Background: an optimization exercise with open tools, aiming at a short achievable clock period and few clock cycles. Do not read the settings as production practice. The RTL of this run was laid out without a check of its function. No activity file was given, so power comes from the tool's default toggle rates.

==> design/flow/design.v <==
module core_top (
    input  logic        clock,
    input  logic        reset_ALUop_2_3,
    output logic [15:0] pc_addr,
    input  logic [15:0] inst,
    output logic [15:0] mem_addr,
    output logic [15:0] mem_write_data,
    output logic        mem_write,
    input  logic [15:0] mem_read_data
);
    logic [15:0] pc;
    logic [15:0] regs [1:7];    
    logic [1:0]  cls;
    logic [2:0]  ra, rb;
    logic [3:0]  funct;
    logic        is_ld, is_st, is_li, is_rop;
    logic        f_add, f_sub, f_and, f_or, f_xor, f_sll, f_srl, f_ok;
    logic        f_wr, f_ld;
    assign cls   = inst[15:14];
    assign ra    = inst[13:11];
    assign rb    = inst[10:8];
    assign funct = inst[7:4];
    assign is_ld  = (cls == 2'b00);
    assign is_st  = (cls == 2'b01);
    assign is_li  = (cls == 2'b10);
    assign is_rop = (cls == 2'b11);
    assign f_add = (funct == 4'd0);
    assign f_sub = (funct == 4'd1);
    assign f_and = (funct == 4'd2);
    assign f_or  = (funct == 4'd3);
    assign f_xor = (funct == 4'd4);
    assign f_sll = (funct == 4'd8);
    assign f_srl = (funct == 4'd9);
    assign f_ok  = f_add | f_sub | f_and | f_or | f_xor | f_sll | f_srl;
    assign f_wr = (is_li || (is_rop && f_ok)) && (rb != 3'd0);
    assign f_ld = is_ld && (ra != 3'd0);
    logic        d_wr, d_ld, d_st;
    logic [2:0]  d_ra, d_rb, d_dest;
    logic [15:0] d_imm;
    logic [3:0]  d_shamt;
    logic        d_li, d_rop, d_sub, d_add, d_and, d_or, d_xor, d_sll, d_srl;
    logic        d_fe_a, d_fe_b;    
    logic        d_fl_a, d_fl_b;    
    logic        d_fm_a, d_fm_b;    
    logic        e_wr, e_ld, e_st;
    logic [2:0]  e_dest;
    logic [15:0] e_b;           
    logic [15:0] e_x;           
    logic [15:0] e_s;           
    logic        e_fs;          
    logic        e_byp_b;       
    logic        e_byp_x;       
    logic        e_byp_s;       
    logic        e_sl_m, e_sl_b, e_sl_x, e_sl_2;  
    logic        e_inv;         
    logic        e_and, e_or, e_xor, e_sll, e_srl;
    logic [15:0] e_shoh;        
    logic        m_wr, m_ld;
    logic [2:0]  m_dest;
    logic [15:0] m_res;
    always_ff @(posedge clock or posedge reset_ALUop_2_3) begin
        if (reset_ALUop_2_3) begin
            pc     <= 16'd0;
            d_wr   <= 1'b0;
            d_ld   <= 1'b0;
            d_st   <= 1'b0;
            d_fe_a <= 1'b0;
            d_fe_b <= 1'b0;
            d_fl_a <= 1'b0;
            d_fl_b <= 1'b0;
            d_fm_a <= 1'b0;
            d_fm_b <= 1'b0;
        end else begin
            pc     <= pc + 16'd1;
            d_wr   <= f_wr;
            d_ld   <= f_ld;
            d_st   <= is_st;
            d_fe_a <= d_wr && (d_dest == ra);
            d_fe_b <= d_wr && (d_dest == rb);
            d_fl_a <= d_ld && (d_dest == ra);
            d_fl_b <= d_ld && (d_dest == rb);
            d_fm_a <= (e_wr || e_ld) && (e_dest == ra) && !((d_wr || d_ld) && (d_dest == ra));
            d_fm_b <= (e_wr || e_ld) && (e_dest == rb) && !((d_wr || d_ld) && (d_dest == rb));
        end
    end
    always_ff @(posedge clock) begin
        d_ra    <= ra;
        d_rb    <= rb;
        d_dest  <= is_ld ? ra : rb;
        d_imm   <= {{8{inst[7]}}, inst[7:0]};
        d_shamt <= inst[3:0];
        d_li    <= is_li;
        d_rop   <= is_rop;
        d_sub   <= is_rop && f_sub;
        d_add   <= !is_rop || f_add || f_sub;
        d_and   <= is_rop && f_and;
        d_or    <= is_rop && f_or;
        d_xor   <= is_rop && f_xor;
        d_sll   <= is_rop && f_sll;
        d_srl   <= is_rop && f_srl;
    end
    logic [15:0] m_val;         
    logic [15:0] rf_a, rf_b;
    logic [15:0] alt_a, alt_b;  
    assign m_val = m_ld ? mem_read_data : m_res;
    assign rf_a = (d_ra == 3'd0) ? 16'd0 : regs[d_ra];
    assign rf_b = (d_rb == 3'd0) ? 16'd0 : regs[d_rb];
    assign alt_a = d_fm_a ? m_val : rf_a;
    assign alt_b = d_fm_b ? m_val : rf_b;
    logic e_byp_b_d, e_byp_x_d;
    assign e_byp_b_d = d_fl_b && !d_li;
    assign e_byp_x_d = d_fl_a && d_rop;
    always_ff @(posedge clock or posedge reset_ALUop_2_3) begin
        if (reset_ALUop_2_3) begin
            e_wr    <= 1'b0;
            e_ld    <= 1'b0;
            e_st    <= 1'b0;
            e_byp_b <= 1'b0;
            e_byp_x <= 1'b0;
            e_byp_s <= 1'b0;
            e_fs    <= 1'b0;
            e_sl_m  <= 1'b0;
            e_sl_b  <= 1'b0;
            e_sl_x  <= 1'b0;
            e_sl_2  <= 1'b0;
        end else begin
            e_wr    <= d_wr;
            e_ld    <= d_ld;
            e_st    <= d_st;
            e_byp_b <= e_byp_b_d;
            e_byp_x <= e_byp_x_d;
            e_byp_s <= d_fl_a && d_st;
            e_fs    <= d_fe_a && d_st;
            e_sl_m  <= d_add && !e_byp_b_d && !e_byp_x_d;
            e_sl_b  <= d_add &&  e_byp_b_d && !e_byp_x_d;
            e_sl_x  <= d_add && !e_byp_b_d &&  e_byp_x_d;
            e_sl_2  <= d_add &&  e_byp_b_d &&  e_byp_x_d;
        end
    end
    always_ff @(posedge clock) begin
        e_dest  <= d_dest;
        e_inv   <= d_sub;
        e_and   <= d_and;
        e_or    <= d_or;
        e_xor   <= d_xor;
        e_sll   <= d_sll;
        e_srl   <= d_srl;
        for (int k = 0; k < 16; k++) e_shoh[k] <= (d_shamt == 4'(k));
    end
    logic [15:0] mrd, mrd_b;
    logic [15:0] p_m, g_m, c_m, p_b, g_b, c_b, p_x, g_x, c_x;
    assign mrd   = mem_read_data;
    assign mrd_b = mrd ^ {16{e_inv}};
    function automatic [15:0] carries(input [15:0] p, input [15:0] g);
        logic [15:0] gg, pp, gn, pn;
        gg = g;
        pp = p;
        for (int k = 1; k < 16; k = k * 2) begin
            gn = gg;
            pn = pp;
            for (int i = k; i < 16; i++) begin
                gn[i] = gg[i] | (pp[i] & gg[i-k]);
                pn[i] = pp[i] & pp[i-k];
            end
            gg = gn;
            pp = pn;
        end
        carries = {gg[14:0], 1'b0};
    endfunction
    assign p_m = e_b ^ e_x;
    assign g_m = e_b & e_x;
    assign p_b = mrd_b ^ e_x;
    assign g_b = mrd_b & e_x;
    assign p_x = e_b ^ mrd;
    assign g_x = e_b & mrd;
    assign c_m = carries(p_m, g_m);
    assign c_b = carries(p_b, g_b);
    assign c_x = carries(p_x, g_x);
    function automatic [15:0] shl(input [15:0] v, input [15:0] oh);
        logic [15:0] q;
        q = 16'd0;
        for (int k = 0; k < 16; k++) q = q | ({16{oh[k]}} & (v << k));
        shl = q;
    endfunction
    function automatic [15:0] shr(input [15:0] v, input [15:0] oh);
        logic [15:0] q;
        q = 16'd0;
        for (int k = 0; k < 16; k++) q = q | ({16{oh[k]}} & (v >> k));
        shr = q;
    endfunction
    logic [15:0] ob, ox, sl_v, sr_v, other, rest;
    logic        lane_any;
    assign ob    = e_byp_b ? mrd : e_b;
    assign ox    = e_byp_x ? mrd : e_x;
    assign sl_v  = e_byp_b ? shl(mrd, e_shoh) : shl(e_b, e_shoh);
    assign sr_v  = e_byp_b ? shr(mrd, e_shoh) : shr(e_b, e_shoh);
    assign other = ({16{e_and}} & (ob & ox)) |
                   ({16{e_or}}  & (ob | ox)) |
                   ({16{e_xor}} & (ob ^ ox)) |
                   ({16{e_sll}} & sl_v) |
                   ({16{e_srl}} & sr_v);
    assign rest     = e_sl_2 ? (e_inv ? 16'd0 : {mrd[14:0], 1'b0}) : other;
    assign lane_any = e_sl_m | e_sl_b | e_sl_x;
    function automatic [15:0] pick(
        input        fwd, input k, input [15:0] alt,
        input        sm, input sb, input sx, input any, input inv,
        input [15:0] pm, input [15:0] cm,
        input [15:0] pb, input [15:0] cb,
        input [15:0] px, input [15:0] cx,
        input [15:0] rst);
        logic [15:0] q, tm, tb, tx;
        tm = pm ^ {16{inv ^ k}};
        tb = pb ^ {16{inv ^ k}};
        tx = px ^ {16{inv ^ k}};
        q  = ({16{fwd & !any}} & (rst ^ {16{k}})) | ({16{!fwd}} & alt);
        for (int i = 0; i < 16; i++) begin
            q[i] = q[i] |
                   (cm[i] ? (fwd & sm & !tm[i]) : (fwd & sm & tm[i])) |
                   (cb[i] ? (fwd & sb & !tb[i]) : (fwd & sb & tb[i])) |
                   (cx[i] ? (fwd & sx & !tx[i]) : (fwd & sx & tx[i]));
        end
        pick = q;
    endfunction
    logic [15:0] res, nb, nx, na;
    assign res = pick(1'b1, 1'b0, 16'd0, e_sl_m, e_sl_b, e_sl_x, lane_any, e_inv,
                      p_m, c_m, p_b, c_b, p_x, c_x, rest);
    assign na  = pick(1'b1, 1'b0, 16'd0, e_sl_m, e_sl_b, e_sl_x, lane_any, e_inv,
                      p_m, c_m, p_b, c_b, p_x, c_x, rest);
    assign nb  = pick(d_fe_b && !d_li, d_sub, d_li ? 16'd0 : (d_sub ? ~alt_b : alt_b),
                      e_sl_m, e_sl_b, e_sl_x, lane_any, e_inv,
                      p_m, c_m, p_b, c_b, p_x, c_x, rest);
    assign nx  = pick(d_fe_a && d_rop, 1'b0, d_rop ? alt_a : d_imm,
                      e_sl_m, e_sl_b, e_sl_x, lane_any, e_inv,
                      p_m, c_m, p_b, c_b, p_x, c_x, rest);
    always_ff @(posedge clock) begin
        e_b <= nb;
        e_x <= nx;
        e_s <= alt_a;
    end
    always_ff @(posedge clock or posedge reset_ALUop_2_3) begin
        if (reset_ALUop_2_3) begin
            mem_write <= 1'b0;
            m_wr      <= 1'b0;
            m_ld      <= 1'b0;
        end else begin
            mem_write <= e_st;
            m_wr      <= e_wr;
            m_ld      <= e_ld;
        end
    end
    always_ff @(posedge clock) begin
        m_dest         <= e_dest;
        m_res          <= res;
        mem_addr       <= na;
        mem_write_data <= e_fs ? m_res : (e_byp_s ? mrd : e_s);
    end
    always_ff @(posedge clock or posedge reset_ALUop_2_3) begin
        if (reset_ALUop_2_3) begin
            for (int i = 1; i < 8; i++) regs[i] <= 16'd0;
        end else begin
            for (int i = 1; i < 8; i++) begin
                if ((m_wr || m_ld) && (m_dest == 3'(i)))
                    regs[i] <= m_val;
            end
        end
    end
    assign pc_addr = pc;
endmodule
==> design/flow/run.sh <==
#!/bin/bash
# synth_recipe.tcl (not shown) runs the flow's synth.tcl, then flattens the netlist and writes it again
# the make line also repeats each setting of config.mk as NAME=value (left out here)
make -C /OpenROAD-flow-scripts/flow DESIGN_CONFIG=/design/flow/config.mk WORK_HOME=/design/flow/orfs CLKGATE_MAP_FILE= SYNTH_SCRIPT=/design/flow/synth_recipe.tcl finish
==> design/flow/config.mk <==
export PLATFORM = sky130hd
export DESIGN_NAME = core_top
export DESIGN_NICKNAME = core_top
export VERILOG_FILES = /design/flow/design.v
export SDC_FILE = /design/flow/constraint.sdc
export NUM_CORES = 4
export LEC_CHECK = 0
export ABC_CLOCK_PERIOD_IN_PS = 2000
export CAP_MARGIN = 20
export CORE_MARGIN = 2
export CORE_UTILIZATION = 40
export SETUP_SLACK_MARGIN = 2.0
export SLEW_MARGIN = 20
==> design/flow/constraint.sdc <==
create_clock -name core_clock -period 4.5 [get_ports {clock}]
set_input_delay 0.9000 -clock core_clock [delete_from_list [all_inputs] [get_ports {clock}]]
set_output_delay 0.9000 -clock core_clock [all_outputs]
set_load 0.01 [all_outputs]
==> notes.md <==
cells by family (layout without fill, tap and decap cells):
group	count (synthesis)	after routing	synth area share, %
AOI/OAI and AO/OA	791	791	26.9
buffers and inverters	326	403	6.35
DFF	285	285	32.4
xor gates and xnor gates	132	132	5.79
muxes	144	144	8.46
and+or+nand+nor	617	617	14.2
adders and majority gates	93	93	5.83
worst min path at each step:
stage | from | to
5_1_grt | d_or | e_or
4_1_cts | d_or | e_or
6_report | d_or | e_or
3_5_place_dp | d_or | e_or
3_3_place_gp | d_sll | e_sll
2_1_floorplan | d_and | e_and
synthesized netlist by cell type (all sizes together) (13+ instances only):
cell,number
a21oi,219
nand2,198
nor2,186
clkbuf,171
dfrtp,151
a22oi,136
dfxtp,134
o21ai,131
ha,93
inv,93
xnor2,92
mux2i,91
buf,62
nand3,59
a221oi,46
nand4,44
xor2,40
mux2,37
a222oi,28
a31oi,22
and3,21
a22o,20
nor3,20
o22ai,19
a21o,17
nand2b,17
o211ai,17
mux4,16
a211oi,15
nor2b,14
and2,13
o221ai,13
through the flow:
stage                     area, µm²  power, mW  cells  hold WS [ns]  util [%]
final                         24300       11.6   3129         0.324      49.6
after global routing          24300       12.2   3129         0.332      49.6
after CTS                     23700       11.3   3095         0.327      48.2
after detailed placement      21800       8.45   2999         0.312      44.4
after global placement        21800       8.36   2999         0.315      44.4
after floorplan               20400       6.84   2388         0.310         -
per-layer routing:
layer | up-vias | share of wire [%]
met1 | 9712 | 40
met4 | 0 | 5.4
li1 | 8900 | -
met2 | 1268 | 44
met5 | - | 0
met3 | 303 | 9.8
power groups by stage:
stage                     logic, mW  clock network, mW  registers (mW)
final                          5.11               2.52            4.01
after CTS                      4.76               2.56            3.99
after detailed placement       4.43                  0            4.02
after global placement         4.37                  0            3.99
after floorplan                3.10                  0            3.74
after global routing           5.50               2.66            4.08
critical path, cell delays in order, from the launching register on:
cell and delay, ns:
dfxtp_4 0.41, inv_16 0.07, ha_4 0.26, inv_2 0.03, ha_4 0.26, a21o_1 0.15
nand4_1 0.21, a311oi_4 0.37, o2111ai_2 0.22, nand2_2 0.18, a21oi_2 0.09, xnor2_2 0.20
o2111ai_2 0.15, a221o_1 0.36
flip-flops by register name (all words and copies together) (netlist names), 16 cells and up:
| register | cells |
|---|---|
| regs | 112 |
| e_b | 16 |
| e_s | 16 |
| e_shoh | 16 |
| e_x | 16 |
| mem_addr | 16 |
| mem_write_data | 16 |
| pc | 16 |
timing repair:
| item | CTS | global route |
|---|---|---|
| resized for setup | 187 | 103 |
| cloned | 3 | 0 |
| pin swaps | 35 | 51 |
| endpoints found under the setup margin | 72 | 48 |
| buffers inserted | 39 | 34 |
layout make-up:
| cell class | count | share of cell area (%) |
|---|---|---|
| tap | 664 | 3.42 |
| timing repair inverter | 2 | 0.0772 |
| clock inverter | 16 | 0.798 |
| sequential | 285 | 26.9 |
| timing repair buffer | 254 | 9.53 |
| multi-input combinational | 1777 | 54.6 |
| inverter | 93 | 1.53 |
| clock buffer | 38 | 3.21 |
==> reports/metrics.csv <==
metric,value,unit
whs_path_depth,0,
grt_first_pass_wirelength,121000,µm
synth_top_area_share,18.9,%
die_y,227,µm
dpl_worst_slack,0.345,ns
grt_remaining_overflow,0,
viasPerCell,6.45,
vias,20200,
drtIter0Drc,2965,
yosys_warnings,18,
hold_viol,0,
r2r_cells,13,
wirelength,80700,µm
cts.sinks,285,
ys_ff_latch,285,
peakVddDrop,382,µV
multi_input_area,13300,µm²
clk_latency,0.58,ns
cp.arrival,3.54,ns
worstMarginPinSlew,1.04,ns
period_minus_slack,3.07,ns
fill_cells,4647,
firstDrtPassIters,9,
dieWidth,227,µm
first_global_vias,19400,
ios,83,
p_int,7.00,mW
yosys-top-cells-area,"dfrtp_1 (19%), dfxtp_1 (13%), ha_1 (5.8%)",
seqCellArea,6530,µm²
synth_cell_types,85,
drive_gt1_share,19.5,%
critical_path.startpoint_type,flop,
final_cell_mix,"a21oi_1 (209), nand2_1 (194), nor2_1 (177)",
path_class,reg -> reg,
core,49100,µm²
pwr-share-comb,43.9,%
period_share,68.2,%
synth_cells,2388,
cts_tree,done,
synth_edf_count,0,
nets,2569,
reg2reg_from,e_inv,
worstHoldPathType,reg -> reg,
antenna_found_initial,0,
start_util,40.7,%
area_growth_syn_to_layout,21.9,%
cp.required,4.97,ns
switchingPower,4.64,mW
synthArstFlopShare,53.0,%
slew_violations,0,
rows,81,
pwr-share-clk,21.7,%
grt_usage,30.5,%
fin_ws,1.43,ns
ys.flop_type,dfrtp_1,
drc_errors,0,
grt_max_degree,98,
maxCapViolCount,0,
setup_tns,0,ns
port_buffers,82,
synthesis.nets,2515,
dieArea,51700,µm²
busiest_layer,met2,
ys_seq_area_share,32.4,%
final_common_cell,a21oi_1,
startpoint,e_inv,
avgRoutedWirePerCell,25.8,µm
gr-usage-met2,48.2,%
clk_pin_slew,0.07,ns
outcome,no timing/DRC/antenna violations,
gp_congestion,1.00,
cp-endpoint,e_x[14],
cts_buffers,29,
max_freq,326,MHz
synth.avg_cell_area,8.36,µm²
r2r_setup_slack,1.43,ns
ctsLongestPathBuffers,3,
ant_nets,0,
synthesis.area,20000,µm²
switching_share,39.8,%
p_leak,9.46,nW
rr_endpoint,e_x[14],
rsz0062_at_grt,true,
diodes,0,
grt.met1_usage,40.3,%
dp_hpwl,53800,µm
worstPathMaxFanout,9,
cts_hold_buf,0,
power_density,479,nW/µm²
root_buffer,clkbuf_16,
p_seq_share,34.4,%
slew_headroom,30.5,%
skew,0.0221,ns
grtUsageMet3,6.17,%
critPathCaptureType,flop,
cts_max_level,1,
setup_violations,0,
synth_top_cell_by_area,dfrtp_1,

## afterwards: timing with drivers on the ports
The flow's constraints put no driver on any port. The routed layout listed below was extracted and timed again, unchanged, in two steps. Step 1 (the two cells are an assumption about what drives the block):
set clk [get_ports {clock}]
set_driving_cell -lib_cell sky130_fd_sc_hd__clkbuf_16 $clk
set_driving_cell -lib_cell sky130_fd_sc_hd__buf_2 [delete_from_list [all_inputs] $clk]
Step 2, shift: input delay + t, output delay - t, t = (earliest + latest rising clock arrival at the registers) / 2. This alone moves slack from input paths to output paths. a / b / c = ideal ports / drivers / drivers and shift; a / b = the first two.
shift t [ns]: 0.629
setup WS [ns]: 1.433 / 1.433 / 0.857
worst hold slack (ns): 0.324 / 0.324 / 0.324
worst slew at a driven data input, ns: 0.05
pins driven straight from the clock port: 1
After both steps setup and hold are still met in this run. The setup slack of this run moves by 0.000 ns with the drivers and by -0.576 ns with both steps.
